This is an optimization exercise on Yosys and OpenROAD, whose aim is small area and a short achievable clock period, not a production implementation.
RTL that was checked went through simulation tests only; none was proved equivalent to the original.
No activity file was given, so power comes from the tool's default toggle rates.

Design jjn_dither_top, start of the top module:
module jjn_dither_top
(
    input  logic             clk,
    input  logic             rst,
    input  logic [RGB_W-1:0] rgb,
    input  logic             de,
    input  logic             hs,
    input  logic             vs,
    output logic [RGB_W-1:0] dout,
    output logic             de_out,
    output logic             hs_out,
    output logic             vs_out
);
Size in the first run: about 1600 cells after synthesis, about 460 flip-flops, roughly 56 I/O pins, ~0.015 mm^2 of cells after synthesis.
==> module jjn_dither_top, before the edit <==
module jjn_dither_top
(
    input  logic             clk,
    input  logic             rst,
    input  logic [RGB_W-1:0] rgb,
    input  logic             de,
    input  logic             hs,
    input  logic             vs,
    output logic [RGB_W-1:0] dout,
    output logic             de_out,
    output logic             hs_out,
    output logic             vs_out
);
    logic [CNT_W-1:0] cnt;
    always_ff @(posedge clk) begin
        if (rst)
            cnt <= '0;
        else if (cnt != CNT_W'(CNT_MAX))
            cnt <= cnt + 1'b1;
    end
    logic [LATENCY-1:0][1:0] sync_taps;
    logic [QLAT:0]           de_taps;
    line_fifo #(.WIDTH(2), .DEPTH(LATENCY)) sync_dly (
        .clk(clk), .din({hs, vs}), .taps(sync_taps)
    );
    line_fifo #(.WIDTH(1), .DEPTH(QLAT + 1)) de_dly (
        .clk(clk), .din(de), .taps(de_taps)
    );
    logic [PIX_STAGES:1][PIX_W-1:0] pix;
    logic [HIST_LEN-2:0][Q_W:0] hist_taps;
    logic [Q_W-1:0]   q_next;
    logic [Q_W-1:0]   q_near;
    logic             bd_near;
    function automatic logic [2:0] share_w1(input logic [Q_W-1:0] q);
        case (q[4:3])
            2'b00:   share_w1 = 3'sd0;
            2'b01:   share_w1 = 3'sd1;
            2'b10:   share_w1 = -3'sd3;
            default: share_w1 = -3'sd2;
        endcase
    endfunction
    function automatic logic [4:0] share_w5(input logic [Q_W-1:0] q);
        share_w5 = $signed(q) - ($signed(q) >>> 3);
    endfunction
    function automatic logic [5:0] share_w7(input logic [Q_W-1:0] q);
        share_w7 = 6'($signed(q)) + 6'($signed(q) >>> 1) - 6'($signed(q) >>> 2);
    endfunction
    logic [5:0] gr;
    logic [6:0] gg;
    logic [5:0] gb;
    logic [6:0] gs_q;
    logic [6:1] gc_q;
    assign gr = rgb[23:18];
    assign gg = rgb[15:9];
    assign gb = rgb[7:2];
    always_ff @(posedge clk) begin
        gs_q <= {gg[6], gr ^ gg[5:0] ^ gb};
        gc_q <= (gr & gg[5:0]) | (gr & gb) | (gg[5:0] & gb);
    end
    logic           keep_next;
    logic           keep_far;
    logic [Q_W-1:0] q_far;
    always_ff @(posedge clk) begin
        keep_next <= !rst && (cnt >= CNT_W'(HIST_NEXT));
        keep_far  <= !rst && (cnt >= CNT_W'(HIST_FAR));
    end
    assign q_next = (keep_next && !hist_taps[HIST_NEXT-1][Q_W]) ? hist_taps[HIST_NEXT-1][Q_W-1:0] : '0;
    assign q_far  = (keep_far && !hist_taps[HIST_FAR-1][Q_W]) ? hist_taps[HIST_FAR-1][Q_W-1:0] : '0;
    logic [2:0] far_w1;
    assign far_w1 = share_w1(q_far);
    logic signed [9:0] far0_sum;
    assign far0_sum = $signed({3'b0, gs_q}) + $signed({3'b0, gc_q, 1'b0}) + $signed(far_w1);
    always_ff @(posedge clk) begin
        pix[1] <= far0_sum[9] ? '0 : far0_sum[PIX_W-1:0];
    end
    diffusion_row #(.K(4)) far1 (.clk(clk), .value_in(pix[1]), .share(q_far[4:1]), .value_out(pix[2]));
    diffusion_row #(.K(5)) far2 (.clk(clk), .value_in(pix[2]), .share(share_w5(q_far)), .value_out(pix[3]));
    diffusion_row #(.K(4)) far3 (.clk(clk), .value_in(pix[3]), .share(q_far[4:1]), .value_out(pix[4]));
    diffusion_row #(.K(3)) far4 (.clk(clk), .value_in(pix[4]), .share(far_w1), .value_out(pix[5]));
    diffusion_row #(.K(4)) nxt0 (.clk(clk), .value_in(pix[5]), .share(q_next[4:1]), .value_out(pix[6]));
    diffusion_row #(.K(5)) nxt1 (.clk(clk), .value_in(pix[6]), .share(share_w5(q_next)), .value_out(pix[7]));
    diffusion_row #(.K(6)) nxt2 (.clk(clk), .value_in(pix[7]), .share(share_w7(q_next)), .value_out(pix[8]));
    diffusion_row #(.K(5)) nxt3 (.clk(clk), .value_in(pix[8]), .share(share_w5(q_next)), .value_out(pix[9]));
    diffusion_row #(.K(4)) nxt4 (.clk(clk), .value_in(pix[9]), .share(q_next[4:1]), .value_out(pix[10]));
    diffusion_row #(.K(5)) cur0 (.clk(clk), .value_in(pix[10]), .share(share_w5(q_near)), .value_out(pix[11]));
    logic de_eff;
    assign de_eff = de_taps[PIX_STAGES] && (cnt >= CNT_W'(QLAT));
    jjn_quantizer quantizer_i (
        .clk(clk), .value_in(pix[PIX_STAGES]), .de_in(de_eff),
        .q_out(q_near), .bd_out(bd_near)
    );
    logic [Q_W:0] q_code;
    always_comb begin
        if (!de_taps[QLAT])
            q_code = {1'b1, Q_W'(0)};
        else if (q_near == '0 && bd_near)
            q_code = {1'b1, Q_W'(1)};
        else
            q_code = {1'b0, q_near};
    end
    always_ff @(posedge clk) begin
        hist_taps[0] <= q_code;
        for (int i = 1; i < HIST_LEN - 1; i++) begin
            hist_taps[i] <= hist_taps[i-1];
        end
    end
    logic       out_ok;
    logic       bd_q;
    logic [2:0] sync_q;
    assign out_ok = !rst && (cnt == CNT_W'(CNT_MAX));
    logic [Q_W:0] out_code;
    logic         out_de;
    logic         out_bd;
    assign out_code = hist_taps[HIST_FAR-1];
    assign out_de   = !out_code[Q_W] || out_code[0];
    assign out_bd   = out_code[Q_W] ? out_code[0] : out_code[Q_W-1];
    always_ff @(posedge clk) begin
        bd_q   <= out_ok && out_bd;
        sync_q <= out_ok ? {out_de, sync_taps[LATENCY-1]} : 3'b000;
    end
    assign dout = {RGB_W{bd_q}};
    assign {de_out, hs_out, vs_out} = sync_q;
endmodule
export LEC_CHECK = 0
export ABC_AREA = 1
export CAP_MARGIN = 20
export CORE_MARGIN = 2
export CORE_UTILIZATION = 60
export CTS_BUF_LIST = sky130_fd_sc_hd__clkbuf_8
export CTS_CLUSTER_DIAMETER = 80
export CTS_CLUSTER_SIZE = 20
export SETUP_SLACK_MARGIN = 3.9
export SLEW_MARGIN = 20
create_clock -name core_clock -period 6.5 [get_ports {clk}]
standard.sh (not shown) runs the stock make flow with config.mk's settings and CLKGATE_MAP_FILE= SYNTH_SCRIPT=/design/flow/synth_recipe.tcl, a recipe that flattens the netlist after the stock synthesis.
==> flow/flow/run.sh <==
#!/bin/bash
# The standard layout (standard.sh) with these ORFS settings changed:
#   ADDER_MAP_FILE empty: no adder cells are extracted in synthesis, so ABC
#     maps all of the arithmetic itself (registers and names unchanged);
#   and the placement/CTS/repair settings listed on the make line below.
# Every tool's output goes to orfs_make.log here; ORFS keeps its per-step
# logs under orfs/logs.
set -euo pipefail
bash standard.sh ADDER_MAP_FILE= MATCH_CELL_FOOTPRINT=0 'BUFFER_PORTS_ARGS=-buffer_cell sky130_fd_sc_hd__buf_2' finish > orfs_make.log 2>&1
The first run went through all stages and came out clean.
Then changed:
--- a/flow/design.v
+++ b/flow/design.v
@@ -165,13 +165,23 @@
     logic           keep_next;
     logic           keep_far;
-    logic [Q_W-1:0] q_far;
-    always_ff @(posedge clk) begin
-        keep_next <= !rst && (cnt >= CNT_W'(HIST_NEXT));
-        keep_far  <= !rst && (cnt >= CNT_W'(HIST_FAR));
-    end
-    assign q_next = (keep_next && !hist_taps[HIST_NEXT-1][Q_W]) ? hist_taps[HIST_NEXT-1][Q_W-1:0] : '0;
-    assign q_far  = (keep_far && !hist_taps[HIST_FAR-1][Q_W]) ? hist_taps[HIST_FAR-1][Q_W-1:0] : '0;
+    logic [3:0]     far_q41;
+    logic [4:0]     far_w5;
+    logic [4:0]     next_w5;
+    logic [5:0]     next_w7;
+    assign keep_next = !rst && (cnt >= CNT_W'(HIST_NEXT));
+    assign keep_far  = !rst && (cnt >= CNT_W'(HIST_FAR));
+    logic use_next;
+    logic use_far;
+    assign use_next = keep_next && !hist_taps[HIST_NEXT-2][Q_W];
+    assign use_far  = keep_far && !hist_taps[HIST_FAR-2][Q_W];
+    always_ff @(posedge clk) begin
+        far_q41 <= use_far ? hist_taps[HIST_FAR-2][Q_W-1:1] : '0;
+        far_w5  <= use_far ? share_w5(hist_taps[HIST_FAR-2][Q_W-1:0]) : '0;
+        next_w5 <= use_next ? share_w5(hist_taps[HIST_NEXT-2][Q_W-1:0]) : '0;
+        next_w7 <= use_next ? share_w7(hist_taps[HIST_NEXT-2][Q_W-1:0]) : '0;
+    end
+    assign q_next = hist_taps[HIST_NEXT-1][Q_W] ? '0 : hist_taps[HIST_NEXT-1][Q_W-1:0];
     logic [2:0] far_w1;
-    assign far_w1 = share_w1(q_far);
+    assign far_w1 = share_w1({far_q41, 1'b0});
     logic signed [9:0] far0_sum;
     assign far0_sum = $signed({3'b0, gs_q}) + $signed({3'b0, gc_q, 1'b0}) + $signed(far_w1);
@@ -179,12 +189,12 @@
         pix[1] <= far0_sum[9] ? '0 : far0_sum[PIX_W-1:0];
     end
-    diffusion_row #(.K(4)) far1 (.clk(clk), .value_in(pix[1]), .share(q_far[4:1]), .value_out(pix[2]));
-    diffusion_row #(.K(5)) far2 (.clk(clk), .value_in(pix[2]), .share(share_w5(q_far)), .value_out(pix[3]));
-    diffusion_row #(.K(4)) far3 (.clk(clk), .value_in(pix[3]), .share(q_far[4:1]), .value_out(pix[4]));
+    diffusion_row #(.K(4)) far1 (.clk(clk), .value_in(pix[1]), .share(far_q41), .value_out(pix[2]));
+    diffusion_row #(.K(5)) far2 (.clk(clk), .value_in(pix[2]), .share(far_w5), .value_out(pix[3]));
+    diffusion_row #(.K(4)) far3 (.clk(clk), .value_in(pix[3]), .share(far_q41), .value_out(pix[4]));
     diffusion_row #(.K(3)) far4 (.clk(clk), .value_in(pix[4]), .share(far_w1), .value_out(pix[5]));
     diffusion_row #(.K(4)) nxt0 (.clk(clk), .value_in(pix[5]), .share(q_next[4:1]), .value_out(pix[6]));
-    diffusion_row #(.K(5)) nxt1 (.clk(clk), .value_in(pix[6]), .share(share_w5(q_next)), .value_out(pix[7]));
-    diffusion_row #(.K(6)) nxt2 (.clk(clk), .value_in(pix[7]), .share(share_w7(q_next)), .value_out(pix[8]));
-    diffusion_row #(.K(5)) nxt3 (.clk(clk), .value_in(pix[8]), .share(share_w5(q_next)), .value_out(pix[9]));
+    diffusion_row #(.K(5)) nxt1 (.clk(clk), .value_in(pix[6]), .share(next_w5), .value_out(pix[7]));
+    diffusion_row #(.K(6)) nxt2 (.clk(clk), .value_in(pix[7]), .share(next_w7), .value_out(pix[8]));
+    diffusion_row #(.K(5)) nxt3 (.clk(clk), .value_in(pix[8]), .share(next_w5), .value_out(pix[9]));
     diffusion_row #(.K(4)) nxt4 (.clk(clk), .value_in(pix[9]), .share(q_next[4:1]), .value_out(pix[10]));
     diffusion_row #(.K(5)) cur0 (.clk(clk), .value_in(pix[10]), .share(share_w5(q_near)), .value_out(pix[11]));
@@ -209,4 +219,5 @@
             hist_taps[i] <= hist_taps[i-1];
         end
+        if (!keep_next) hist_taps[HIST_NEXT-1][Q_W-1:0] <= '0;
     end
     logic       out_ok;
What happened: Cell count falls by 2.2%; global-route usage falls by 0.75 points; combinational power rises by 12%; final area falls by 3.7%; core utilization falls by 2.3 points; worst setup slack gains 28 ps; die area is about the same; power rises by 2.6%; clock power is about the same; via count falls by 5.0%; worst hold slack gains 15 ps; area after synthesis is about the same; register-to-register slack gains 110 ps; wire length falls by 7.9%.
The RTL of the first run of this note was laid out without a check of its function.

==> afterwards: timing with drivers on the ports <==
The flow's constraints put no driver on any port. The routed layouts listed below were extracted and timed again, unchanged, in two steps. Step 1 sets driving cells, clkbuf_16 on the clock port and buf_2 on the other inputs (assumed; they add their load-dependent delay and slew). Step 2 also shifts input and output timing later by t, the mid clock arrival at the registers, as if the neighbouring blocks saw the same clock. a / b / c = ideal / step 1 / step 2; a / b = the first two.
run | t, ns | slack for setup (ns) | hold slack, ns | pins driven straight from the clock port
the first run | 0.653 | 3.983 / 3.937 / 4.036 | 0.312 / 0.312 / 0.312 | 1
the second run | 0.625 | 4.012 / 3.965 / 3.756 | 0.326 / 0.326 / 0.326 | 1
After both steps setup and hold are still met in every run listed. For the second run, which loses most, drivers alone change the setup slack by -0.047 ns; drivers and shift together by -0.256 ns.
